Source: an optimization exercise on an open RTL-to-GDS flow (aim: small area, a short achievable clock period and few clock cycles per item). Production flows keep margins and buffers that such runs may drop.
Function was checked by simulation only, so behaviour that the tests miss may differ from the original.
Power is estimated from default activity; no workload was simulated.

`flow/design.v`:
```
`timescale 1ns/100ps
module shapeTable (
	input logic [3:0] shape,
	input logic [2:0] rowMod,
	input logic [9:0] colHot,
	output logic [49:0] mask
);
	function automatic logic [3:0] shapeRow(input logic [3:0] s, input logic [2:0] dr);
		logic [15:0] rows;
		case (s)
			4'd2: rows = 16'h0063;
			4'd3: rows = 16'h0132;
			4'd4: rows = 16'h000F;
			4'd5: rows = 16'h1111;
			4'd6: rows = 16'h0071;
			4'd7: rows = 16'h0113;
			4'd8: rows = 16'h0047;
			4'd9: rows = 16'h0322;
			4'd10: rows = 16'h0027;
			4'd11: rows = 16'h0232;
			4'd12: rows = 16'h0072;
			4'd13: rows = 16'h0131;
			default: rows = 16'h0033;
		endcase
		case (dr)
			3'd0: shapeRow = rows[3:0];
			3'd1: shapeRow = rows[7:4];
			3'd2: shapeRow = rows[11:8];
			3'd3: shapeRow = rows[15:12];
			default: shapeRow = 4'd0;
		endcase
	endfunction
	function automatic logic [9:0] place(input logic [3:0] pat, input logic [9:0] hot);
		logic [9:0] bits;
		for (int x = 0; x < 10; x++) begin
			bits[x] = 1'b0;
			for (int d = 0; d < 4; d++) begin
				if (x - d >= 0) bits[x] = bits[x] | (hot[x - d] & pat[d]);
			end
		end
		place = bits;
	endfunction
	always_comb begin
		logic [2:0] dr;
		for (int m = 0; m < 5; m++) begin
			dr = (3'(m) >= rowMod) ? 3'(m) - rowMod : 3'(m) + 3'd5 - rowMod;
			mask[10*m +: 10] = place(shapeRow(shape, dr), colHot);
		end
	end
endmodule
`timescale 1ns/100ps
module playfield (
	input logic count,
	input logic reset,
	input logic [23:0] inWin,
	input logic [49:0] mask,
	input logic lockPiece,
	input logic [19:0] shiftRow,
	output logic [49:0] win,
	output logic [9:0] top0,
	output logic [9:0] top1,
	input logic [4:0] readRow,
	output logic [9:0] rowBits
);
	logic [9:0] board [0:19];
	always_comb begin
		for (int m = 0; m < 5; m++) begin
			win[10*m +: 10] = '0;
			for (int q = 0; q < 4; q++) begin
				if (inWin[m + 5*q]) win[10*m +: 10] = win[10*m +: 10] | board[m + 5*q];
			end
			if (m < 4 && inWin[20 + m]) win[10*m +: 10] = 10'h3FF;
		end
	end
	assign top0 = board[0];
	assign top1 = board[1];
	always_ff @(posedge count) begin
		for (int i = 0; i < 20; i++) begin
			logic hold, down, add;
			hold = !reset && !shiftRow[i];
			down = !reset && shiftRow[i];
			add = !reset && lockPiece && inWin[i];
			board[i] <= (hold ? board[i] : 10'd0)
				| ((down && i > 0) ? board[(i + 19) % 20] : 10'd0)
				| (add ? mask[10*(i % 5) +: 10] : 10'd0);
		end
	end
	logic [9:0] rowRead;
	logic [9:0] rowPiece;
	always_comb begin
		rowRead = '0;
		rowPiece = '0;
		for (int i = 0; i < 20; i++) begin
			if (readRow == 5'(i)) begin
				rowRead = board[i];
				if (inWin[i]) rowPiece = mask[10*(i % 5) +: 10];
			end
		end
	end
	assign rowBits = rowRead | rowPiece;
endmodule
`timescale 1ns/100ps
module gameController (
	input logic count,
	input logic reset,
	input logic cmdValid,
	output logic cmdReady,
	input logic [1:0] cmdCode,
	input logic [3:0] pieceKind,
	output logic [15:0] score,
	output logic gameOver,
	output logic [3:0] testShape,
	output logic [2:0] rowMod,
	output logic [9:0] testHot,
	input logic [49:0] mask,
	output logic [23:0] inWin,
	input logic [49:0] win,
	input logic [9:0] top0,
	input logic [9:0] top1,
	output logic lockPiece,
	output logic [19:0] shiftRow
);
	localparam logic [2:0] stReady = 3'd0;
	localparam logic [2:0] stExec = 3'd1;
	localparam logic [2:0] stLock = 3'd2;
	localparam logic [2:0] stClear = 3'd3;
	localparam logic [2:0] stOver = 3'd4;
	function automatic logic [1:0] shapeWidth(input logic [3:0] s);
		case (s)
			4'd4: shapeWidth = 2'd3;
			4'd5: shapeWidth = 2'd0;
			4'd2, 4'd6, 4'd8, 4'd10, 4'd12: shapeWidth = 2'd2;
			default: shapeWidth = 2'd1;
		endcase
	endfunction
	function automatic logic [3:0] rotateNext(input logic [3:0] s);
		case (s)
			4'd2: rotateNext = 4'd3;
			4'd3: rotateNext = 4'd2;
			4'd4: rotateNext = 4'd5;
			4'd5: rotateNext = 4'd4;
			4'd6: rotateNext = 4'd7;
			4'd7: rotateNext = 4'd8;
			4'd8: rotateNext = 4'd9;
			4'd9: rotateNext = 4'd6;
			4'd10: rotateNext = 4'd11;
			4'd11: rotateNext = 4'd12;
			4'd12: rotateNext = 4'd13;
			4'd13: rotateNext = 4'd10;
			default: rotateNext = 4'd1;
		endcase
	endfunction
	function automatic logic [3:0] spawnShape(input logic [3:0] k);
		case (k)
			4'd1, 4'd2, 4'd4, 4'd6, 4'd10: spawnShape = k;
			default: spawnShape = 4'd1;
		endcase
	endfunction
	logic [2:0] state;
	logic [4:0] pRow;
	logic [2:0] pRowMod;
	logic [3:0] pCol;
	logic [3:0] pShape;
	logic [15:0] pieces;
	logic [1:0] cmd;
	logic fallBlockedN;
	assign cmdReady = (state == stReady);
	assign gameOver = (state == stOver);
	assign score = pieces;
	assign rowMod = pRowMod;
	always_comb begin
		for (int i = 0; i < 24; i++) begin
			inWin[i] = (5'(i) >= pRow) && ({1'b0, 5'(i)} <= {1'b0, pRow} + 6'd4);
		end
		inWin[20] = (pRow >= 5'd16);
		inWin[21] = (pRow >= 5'd17);
		inWin[22] = (pRow >= 5'd18);
		inWin[23] = (pRow >= 5'd19);
	end
	logic [4:0] floorSlot;
	assign floorSlot = {1'b0, inWin[23:20]};
	logic [9:0] colHot;
	always_comb begin
		for (int x = 0; x < 10; x++) colHot[x] = (pCol == 4'(x));
	end
	logic [3:0] rotShape;
	assign rotShape = rotateNext(pShape);
	logic inBounds;
	always_comb begin
		testShape = pShape;
		testHot = colHot;
		inBounds = 1'b1;
		if (state == stExec) begin
			case (cmd)
				2'd1: begin
					testHot = colHot >> 1;
					inBounds = (pCol != 4'd0);
				end
				2'd2: begin
					testHot = colHot << 1;
					inBounds = ({1'b0, pCol} + {3'd0, shapeWidth(pShape)} < 5'd9);
				end
				2'd3: begin
					testShape = rotShape;
					inBounds = ({1'b0, pCol} + {3'd0, shapeWidth(rotShape)} <= 5'd9);
				end
				default: ;
			endcase
		end
	end
	logic hitHere, hitBelow;
	always_comb begin
		hitHere = 1'b0;
		hitBelow = 1'b0;
		for (int m = 0; m < 5; m++) begin
			hitHere = hitHere | (|(mask[10*m +: 10] & win[10*m +: 10]));
			hitBelow = hitBelow | (|(mask[10*m +: 10] & win[10*((m + 1) % 5) +: 10]));
		end
	end
	logic accept;
	assign accept = cmdValid && (state == stReady);
	logic moveOk;
	assign moveOk = inBounds && !hitHere;
	logic fallOk;
	assign fallOk = moveOk ? !hitBelow : !fallBlockedN;
	assign lockPiece = (state == stExec && moveOk && !fallOk) || (state == stLock);
	logic [4:0] fullAfterLock;
	logic [4:0] fullNow;
	always_comb begin
		for (int m = 0; m < 5; m++) begin
			fullAfterLock[m] = (&(win[10*m +: 10] | mask[10*m +: 10])) && !floorSlot[m];
			fullNow[m] = (&win[10*m +: 10]) && !floorSlot[m];
		end
	end
	logic [4:0] pick;
	always_comb begin
		pick = '0;
		for (int m = 4; m >= 0; m--) begin
			if (fullNow[m]) pick = 5'd1 << m;
		end
	end
	always_comb begin
		logic above;
		above = 1'b0;
		for (int i = 19; i >= 0; i--) begin
			above = above | (inWin[i] & pick[i % 5]);
			shiftRow[i] = above && (state == stClear);
		end
	end
	logic [9:0] new0, new1;
	always_comb begin
		if (state == stClear) begin
			new0 = top0;
			new1 = top1;
		end else begin
			new0 = top0 | (inWin[0] ? mask[9:0] : 10'd0);
			new1 = top1 | (inWin[1] ? mask[19:10] : 10'd0);
		end
	end
	logic spawnFits;
	always_comb begin
		case (spawnShape(pieceKind))
			4'd2: spawnFits = !(new0[5] | new0[6] | new1[6] | new1[7]);
			4'd4: spawnFits = !(new0[5] | new0[6] | new0[7] | new0[8]);
			4'd6: spawnFits = !(new0[5] | new1[5] | new1[6] | new1[7]);
			4'd10: spawnFits = !(new0[5] | new0[6] | new0[7] | new1[6]);
			default: spawnFits = !(new0[5] | new0[6] | new1[5] | new1[6]);
		endcase
	end
	logic spawnNow;
	assign spawnNow = (lockPiece && !(|fullAfterLock)) || (state == stClear && !(|fullNow));
	always_ff @(posedge count) begin
		if (reset) begin
			state <= stReady;
			pieces <= '0;
			pRow <= '0;
			pRowMod <= '0;
			pCol <= 4'd5;
			pShape <= spawnShape(pieceKind);
		end else begin
			if (lockPiece) pieces <= pieces + 16'd1;
			if (accept) begin
				cmd <= cmdCode;
				fallBlockedN <= hitBelow;
				state <= stExec;
			end else if (spawnNow) begin
				state <= spawnFits ? stReady : stOver;
				pRow <= '0;
				pRowMod <= '0;
				pCol <= 4'd5;
				pShape <= spawnShape(pieceKind);
			end else if (lockPiece) begin
				state <= stClear;
			end else if (state == stExec) begin
				if (moveOk) begin
					pShape <= testShape;
					if (cmd == 2'd1) pCol <= pCol - 4'd1;
					if (cmd == 2'd2) pCol <= pCol + 4'd1;
				end
				if (fallOk) begin
					pRow <= pRow + 5'd1;
					pRowMod <= (pRowMod == 3'd4) ? 3'd0 : pRowMod + 3'd1;
					state <= stReady;
				end else begin
					state <= stLock;
				end
			end
		end
	end
endmodule
`timescale 1ns/100ps
module tetrisGame (
	input logic count,
	input logic reset,
	input logic cmdValid,
	output logic cmdReady,
	input logic [1:0] cmdCode,
	input logic [3:0] pieceKind,
	input logic [4:0] readRow,
	output logic [9:0] rowBits,
	output logic [15:0] score,
	output logic gameOver
);
	logic [23:0] inWin;
	logic [49:0] mask;
	logic [49:0] win;
	logic [9:0] top0;
	logic [9:0] top1;
	logic lockPiece;
	logic [19:0] shiftRow;
	logic [3:0] testShape;
	logic [2:0] rowMod;
	logic [9:0] testHot;
	gameController controller (
		.count(count),
		.reset(reset),
		.cmdValid(cmdValid),
		.cmdReady(cmdReady),
		.cmdCode(cmdCode),
		.pieceKind(pieceKind),
		.score(score),
		.gameOver(gameOver),
		.testShape(testShape),
		.rowMod(rowMod),
		.testHot(testHot),
		.mask(mask),
		.inWin(inWin),
		.win(win),
		.top0(top0),
		.top1(top1),
		.lockPiece(lockPiece),
		.shiftRow(shiftRow)
	);
	shapeTable cells (
		.shape(testShape),
		.rowMod(rowMod),
		.colHot(testHot),
		.mask(mask)
	);
	playfield field (
		.count(count),
		.reset(reset),
		.inWin(inWin),
		.mask(mask),
		.lockPiece(lockPiece),
		.shiftRow(shiftRow),
		.win(win),
		.top0(top0),
		.top1(top1),
		.readRow(readRow),
		.rowBits(rowBits)
	);
endmodule
```
`flow/run.sh`:
```
#!/bin/bash
# synth_recipe.tcl (not shown) runs the flow's synth.tcl, then flattens the netlist and writes it again
# the make line also repeats each setting of config.mk as NAME=value (left out here)
make -C /OpenROAD-flow-scripts/flow DESIGN_CONFIG=/design/flow/config.mk WORK_HOME=/design/flow/orfs CLKGATE_MAP_FILE= SYNTH_SCRIPT=/design/flow/synth_recipe.tcl finish
```
`flow/config.mk`:
```
export PLATFORM = sky130hd
export DESIGN_NAME = tetrisGame
export DESIGN_NICKNAME = tetrisGame
export VERILOG_FILES = /design/flow/design.v
export SDC_FILE = /design/flow/constraint.sdc
export NUM_CORES = 8
export LEC_CHECK = 0
export CAP_MARGIN = 20
export CORE_MARGIN = 2
export CORE_UTILIZATION = 30
export SLEW_MARGIN = 20
```
`flow/constraint.sdc`:
```
create_clock -name core_clock -period 10.0 [get_ports {count}]
set_input_delay 2.0000 -clock core_clock [delete_from_list [all_inputs] [get_ports {count}]]
set_output_delay 2.0000 -clock core_clock [all_outputs]
set_load 0.01 [all_outputs]
```
==> out/summary.txt <==
Util after Layout = 34.9%
Clk Latency, worst-skew pair = 0.62 ns
metal2 WL = 51.3 mm
top cell type's share of synthesized area = 23.9%
minimum clock period = 9.04 ns
TritonCTS Sinks = 242
Net Sw Power = 1150 uW
r2r startpoint = controller.cmd[0]
die boundary width = 260 um
critical path buffer and inverter count = 2
CTS tree = yes
synthesized cell area = 0.0197 mm^2
Leak = 0.00745 uW
DRT iter0 DRCs = 4697
crit-path cells = ha_1 -> nand4bb_1 -> nand2_1 -> and2_1 -> inv_1 -> ha_1 -> nand2_1 -> a21oi_1 -> o21ai_2 -> a21oi_1 -> o21bai_1 -> nor2_1 -> o22ai_1 -> o31ai_1 -> o211ai_1 -> and3_1 -> nor4_1 -> o21ai_0 -> nand4_1 -> nand3_1 -> clkdlybuf4s50_1
total negative slack = 0 ns
most common cell in the netlist = dfxtp_1
reg-to-reg endpoint = field.board[12][1]
grt ovf = 0
remaining antenna violation count = 0
Final Power = 3080 uW
CTS Hold Bufs = 0
Net Sw Frac = 37.3%
Period Utilization, post-route = 90.4%
CP Launch Point = controller.cmd[0]
residual DRC count = 0
RSZ-0062 raised after global routing = no
clock network fraction of design power = 40.2%
Die Area = 0.0676 mm^2
Hold Startpoint = controller.pieces[15]
# setup viols final = 0
Warnings, synthesis = 5
internal power = 1930 uW
commonest cells in the synthesized netlist = 235 x dfxtp_1, 214 x o21ai_0, 194 x nand2_1, 177 x nor2_1, 159 x a22oi_1
Min-Delay Path Class = flop to flop
vias post-DR = 25000
FP Rows = 93
Placer Congestion = 1.15
Worst EP arrival = 7.04 ns
ys flop type = dfxtp_1
Worst Tran Pin Value = 1.38 ns
post-CTS setup buffers = 0
initial antenna violation count = 14
largest net degree at the start of global routing = 61
Post-Syn Instances = 2548
worst-case reg-to-reg path depth = 23
fin nets = 2629
Crit-path slowest cell = nor2_1
WP data required = 8.00 ns
metal3 WL = 19.1 mm
Yosys cell types = 96
IO Port Bufs = 41
DP HPWL = 100 mm
relative slew slack = 7.85%
Min-Delay Endpoint = controller.pieces[15]
routed len/inst = 38.7 um
top layer in use = met5
clock-pin slew on the worst setup and hold paths = 0.06 ns
number of flops mapped to enable cells by yosys = 7
crit path max fanout = 12
number of CTS-inserted buffers = 31
Placed Area = 0.0214 mm^2
startpoint types = flop
final WL = 134 mm
CP Capture Type = output pin
flop and latch count out of synthesis = 242
Synth Net Count = 2606
share of cells above drive strength 1 = 10.4%
maximum VDD drop = 0.129 mV
chip height = 260 um
delay-heaviest family, CP = simple AND/OR/NAND/NOR gates
first-pass GRT wire length = 183 mm
Crit Path Class = flop to output pin
CTS resizes = 0
Post-Route Skew = 0.0417 ns
Flop pwr share = 33.1%
syn_area_per_cell = 7.71 um^2
CTS HTree Levels = 1
R2R setup slack = 1.58 ns
Critical Path Max Stage Delay = 0.91 ns
Core ar. = 0.0646 mm^2
status = no timing/DRC/antenna violations
root buf cell = clkbuf_16
Global Route Usage Sum = 38.2%
Max-Cap Viols = 0
Via density = 7.22
design area = 0.0225 mm^2
Final Hold Viols = 0
Max Clk Rate = 111 MHz
Final Max Tran Viols = 0
main area contributors after synthesis = dfxtp_1 24%, a22oi_1 6.1%, o21ai_0 5.5%
Post-synth ARST share = 0%
area grow syn2layout = 14.6%
io pins = 42
vias in the first global route = 22700
Seq/Total Area, Yosys = 25.0%
Longest Clk Path Bufs = 3
Comb pwr share = 26.7%
P per Cell Area = 137 mW/mm^2
hold depth = 2
drt pass-1 iters = 10
Yosys top cell by area = dfxtp_1
Starting Density = 30.4%
Met1 Wirelength = 49.7 mm
==> power groups by stage <==
stage / clock, uW / combinational, uW / sequential (uW)
6_report: 1240 / 823 / 1020
2_1_floorplan: 0 / 458 / 1010
3_5_place_dp: 0 / 760 / 1040
3_3_place_gp: 0 / 762 / 1040
5_1_grt: 1280 / 830 / 1020
4_1_cts: 1250 / 763 / 1020
==> layout by cell type (no fill, tap or decap), drive strengths merged, types with 18 or more instances in the layout <==
cell type,count
a221o,88
nand2b,38
o22ai,127
or3,18
a222oi,19
nor2,180
xnor2,20
buf,120
nor3b,20
and2,26
a22oi,162
nand2,196
clkbuf,37
nor3,105
o211ai,30
inv,78
clkdlybuf4s50,40
o2111ai,20
o221ai,36
nor2b,20
nand4,28
ha,42
and3,23
o21ai,221
a21oi,150
a211oi,31
dfxtp,235
mux2i,89
nand3,57
nor4,26
a221oi,48
==> per-stage QoR <==
step / worst slack [ns] / hold slack (ns) / instances
6_report: 0.961 / 0.527 / 3457
4_1_cts: 1.23 / 0.523 / 3448
2_1_floorplan: 3.37 / 0.469 / 2548
5_1_grt: 0.720 / 0.555 / 3452
3_5_place_dp: 1.91 / 0.521 / 3392
3_3_place_gp: 1.86 / 0.503 / 3392
==> area by class of cell <==
class / instances / area [um^2]
Tap cell: 855 / 1070
Inverter: 76 / 285
Antenna cell: 8 / 20.0
Clock inverter: 20 / 264
Timing Repair Buffer: 161 / 1310
Fill cell: 6896 / 42100
Sequential cell: 242 / 4920
Clock buffer: 36 / 826
Multi-Input combinational cell: 2059 / 13800
==> tightest hold or removal path: cells and delay by family, from the launching register on <==
family,cells,cell delay (ns)
AND/OR/NAND/NOR,1,0.07
flip-flops,1,0.35
XOR/XNOR,1,0.07
==> per-layer routing <==
| layer | up-vias | track usage, % |
|---|---|---|
| met5 | - | 0.783 |
| met4 | 10 | 31.0 |
| met3 | 616 | 14.2 |
| met2 | 2263 | 51.7 |
| met1 | 11900 | 47.8 |
| li1 | 10200 | - |
==> kinds of logic after synthesis <==
group                      count (synthesis)  synth area share (%)
DFF                                      242                  25.0
adders and majority gates                 44                  2.88
buffers and inverters                    247                  5.09
xor gates and xnor gates                  24                  1.07
AOI/OAI and AO/OA                       1090                  39.6
and+or+nand+nor                          793                  20.4
muxes                                    108                  5.89
==> how the worst max path moves through the flow <==
stage | endpoint | slack, ns | cells past startpoint
after detailed placement | rowBits[5] | 1.91 | 22
after global routing | rowBits[3] | 0.72 | 20
after floorplan | rowBits[4] | 3.37 | 21
after global placement | rowBits[4] | 1.86 | 14
after CTS | rowBits[5] | 1.23 | 22
final | rowBits[5] | 0.96 | 21
==> registers in the layout, summed over array words and instances (netlist names) <==
| register | count |
|---|---|
| controller.cmd | 2 |
| controller.fallBlockedN | 1 |
| controller.pRow | 5 |
| controller.pShape | 4 |
| controller.state | 3 |
| controller.pieces | 16 |
| controller.pRowMod | 3 |
| controller.rotShape | 4 |
| controller.pCol | 4 |
| field.board | 200 |
Testbench counts, summed over its fixed seeds: cycles 49,009, items 24,000.

[afterwards: timing with drivers on the ports]
No port has a modelled driver above. Below, the same layout with a new extraction and two added sets of constraints.
Step 1 sets driving cells, clkbuf_16 on the clock port and buf_2 on the other inputs (assumed; they add their load-dependent delay and slew).
Step 2 moves the port delays by t, midway between the first and last clock arrival at a register: inputs arrive t later, outputs are due t later. That takes back most of the time a late clock gives input paths.
a / b / c = ideal / step 1 / step 2; a / b = the first two.
t, ns: 0.656
setup slack, ns: 0.961 / 0.901 / 1.557
cell pins on the clock port's net: 1
After both steps this run still meets setup and hold. For this run, drivers alone change the setup slack by -0.060 ns; drivers and shift together by +0.596 ns.
